Context: an optimization exercise on an open-source flow, tuned for small area. The choices shown serve that exercise and are no tape-out recipe.
Function was checked by simulation only, so behaviour that the tests miss may differ from the original.

## old
==> module pixel_saturate, before the edit <==
module pixel_saturate #(
	parameter int SAMPLE_WIDTH = pixel_pkg::NARROW_WIDTH,
	parameter int PIXEL_WIDTH = pixel_pkg::PIXEL_WIDTH,
	parameter int GROUP_LANES = diag_buffer_pkg::WIDE_LANES
) (
	input logic clock,
	input logic rst,
	input logic signed [GROUP_LANES-1:0][SAMPLE_WIDTH-1:0] samples,
	output logic [GROUP_LANES-1:0][PIXEL_WIDTH-1:0] pixels_n    
);
	localparam int SIGN_BIT = SAMPLE_WIDTH - 1;
	if (SAMPLE_WIDTH < PIXEL_WIDTH + 2) begin : g_width_check
		$error("pixel_saturate: SAMPLE_WIDTH %0d too narrow for PIXEL_WIDTH %0d",
			SAMPLE_WIDTH, PIXEL_WIDTH);
	end
	logic [GROUP_LANES-1:0] negative;
	logic [GROUP_LANES-1:0] overflow;
	logic [GROUP_LANES-1:0][PIXEL_WIDTH-1:0] clamped;
	always_comb begin
		for (int lane = 0; lane < GROUP_LANES; lane++) begin
			negative[lane] = samples[lane][SIGN_BIT];
			overflow[lane] = |samples[lane][SIGN_BIT-1:PIXEL_WIDTH];
		end
	end
	always_comb begin
		for (int lane = 0; lane < GROUP_LANES; lane++) begin
			if (negative[lane]) begin
				clamped[lane] = '0;
			end else if (overflow[lane]) begin
				clamped[lane] = '1;    
			end else begin
				clamped[lane] = samples[lane][PIXEL_WIDTH-1:0];
			end
		end
	end
	always_ff @(posedge clock) begin
		if (rst) begin
			pixels_n <= '1;
		end else begin
			pixels_n <= ~clamped;
		end
	end
endmodule
clock: 4.0 ns
lec_check: 0
cap_margin: 20
core_margin: 2
core_utilization: 50
place_density: 0.75
slew_margin: 20
synth_hierarchical: 1
standard.sh (not shown) runs the stock make flow with config.mk's settings and CLKGATE_MAP_FILE= SYNTH_SCRIPT=/design/flow/synth_recipe.tcl, a recipe that flattens the netlist after the stock synthesis.
==> flow/flow/run.sh <==
#!/bin/bash
# Standard layout, with the port buffers made from the smallest buffer cell
# and larger clock sink clusters.
set -euo pipefail
bash standard.sh \
  BUFFER_PORTS_ARGS="-buffer_cell sky130_fd_sc_hd__buf_1" \
  CTS_ARGS="-sink_clustering_enable -repair_clock_nets -sink_clustering_size 36 -sink_clustering_max_diameter 72 -dont_use_dummy_load" \
  RECOVER_POWER=100 \
  finish > standard_flow.log 2>&1
Finished, but not clean: old, with capacitance limit, slew limit.
> inputs changed (old -> new)
-- flow/design.v --
<<< old, line 23
endpackage
`timescale 1ns/1ps
module pixel_saturate #(
	parameter int SAMPLE_WIDTH = pixel_pkg::NARROW_WIDTH,
>>> new, line 23
endpackage
`timescale 1ns/1ps
module pixel_classify #(
	parameter int SAMPLE_WIDTH = pixel_pkg::NARROW_WIDTH,
	parameter int PIXEL_WIDTH = pixel_pkg::PIXEL_WIDTH,
	parameter int GROUP_LANES = diag_buffer_pkg::WIDE_LANES
) (
	input logic rst,
	input logic signed [GROUP_LANES-1:0][SAMPLE_WIDTH-1:0] samples,
	output logic [GROUP_LANES-1:0] keep,        
	output logic [GROUP_LANES-1:0] overflow     
);
	localparam int SIGN_BIT = SAMPLE_WIDTH - 1;
	always_comb begin
		for (int lane = 0; lane < GROUP_LANES; lane++) begin
			keep[lane] = ~(samples[lane][SIGN_BIT] | rst);
			overflow[lane] = |samples[lane][SIGN_BIT-1:PIXEL_WIDTH];
		end
	end
endmodule
module pixel_saturate #(
	parameter int SAMPLE_WIDTH = pixel_pkg::NARROW_WIDTH,
<<< old, line 33
	output logic [GROUP_LANES-1:0][PIXEL_WIDTH-1:0] pixels_n    
);
	localparam int SIGN_BIT = SAMPLE_WIDTH - 1;
	if (SAMPLE_WIDTH < PIXEL_WIDTH + 2) begin : g_width_check
		$error("pixel_saturate: SAMPLE_WIDTH %0d too narrow for PIXEL_WIDTH %0d",
			SAMPLE_WIDTH, PIXEL_WIDTH);
	end
	logic [GROUP_LANES-1:0] negative;
	logic [GROUP_LANES-1:0] overflow;
	logic [GROUP_LANES-1:0][PIXEL_WIDTH-1:0] clamped;
	always_comb begin
		for (int lane = 0; lane < GROUP_LANES; lane++) begin
			negative[lane] = samples[lane][SIGN_BIT];
			overflow[lane] = |samples[lane][SIGN_BIT-1:PIXEL_WIDTH];
		end
	end
	always_comb begin
		for (int lane = 0; lane < GROUP_LANES; lane++) begin
			if (negative[lane]) begin
				clamped[lane] = '0;
			end else if (overflow[lane]) begin
				clamped[lane] = '1;    
			end else begin
				clamped[lane] = samples[lane][PIXEL_WIDTH-1:0];
			end
		end
	end
	always_ff @(posedge clock) begin
		if (rst) begin
			pixels_n <= '1;
		end else begin
			pixels_n <= ~clamped;
		end
	end
>>> new, line 51
	output logic [GROUP_LANES-1:0][PIXEL_WIDTH-1:0] pixels_n    
);
	if (SAMPLE_WIDTH < PIXEL_WIDTH + 2) begin : g_width_check
		$error("pixel_saturate: SAMPLE_WIDTH %0d too narrow for PIXEL_WIDTH %0d",
			SAMPLE_WIDTH, PIXEL_WIDTH);
	end
	logic [GROUP_LANES-1:0] keep;
	logic [GROUP_LANES-1:0] overflow;
	pixel_classify #(
		.SAMPLE_WIDTH(SAMPLE_WIDTH),
		.PIXEL_WIDTH(PIXEL_WIDTH),
		.GROUP_LANES(GROUP_LANES)
	) classify (
		.rst(rst),
		.samples(samples),
		.keep(keep),
		.overflow(overflow)
	);
	always_ff @(posedge clock) begin
		for (int lane = 0; lane < GROUP_LANES; lane++) begin
			pixels_n[lane] <= ~((samples[lane][PIXEL_WIDTH-1:0] | {PIXEL_WIDTH{overflow[lane]}})
				& {PIXEL_WIDTH{keep[lane]}});
		end
	end
## What came out
new completed end to end; final checks failed (capacitance limit, slew limit).
Comparing relative area change from synthesis to final layout for new and old, the smaller number came from old.
The higher final non-filler cell area came out of new.
Shortest clock period the worst path allows after layout on new is ahead of old.
There was hardly any difference in total negative slack for setup checks between old and new.
Looking at new and old, the area of the mapped netlist is a wash.
Cmp new and old / ratio of final minimum period to clock period / higher: old
There was hardly any difference in xor/xnor share of the synthesized area between new and old.
new and old ended up with nearly the same effective utilization at floorplan.
new against old: final-layout non-clock buffer area share picked up an extra 0.24 points; worst slack at placement picked up an extra 0.12 ns.
Any difference in total wire length between old and new is small enough to ignore.
Diff old -> new: wire length on met2 flat; via count of the first global-routing pass up 1.5%.

==> static timing again, ports no longer ideal <==
The flow's constraints put no driver on any port. The routed layouts listed below were extracted and timed again, unchanged, in two steps. Step 1, drivers: a clkbuf_16 drives clock and a buf_2 each remaining input, both assumed. Step 2 times the ports against the registers' clock, not the clock port: input delays grow and output delays shrink by t, the midpoint of the rising clock arrivals with the driver on. Slacks: ideal ports / drivers / drivers and shift; pairs: ideal ports / drivers.
| run | shift t [ns] | setup slack, ns | worst setup path after step 2 | worst slew at a driven data input, ns |
|---|---|---|---|---|
| old | 0.748 | 0.310 / 0.290 / -0.392 | input to register | 0.21 |
| new | 0.732 | 0.367 / 0.308 / -0.324 | input to register | 0.16 |
For old, which loses most, drivers alone change the setup slack by -0.020 ns; drivers and shift together by -0.702 ns.
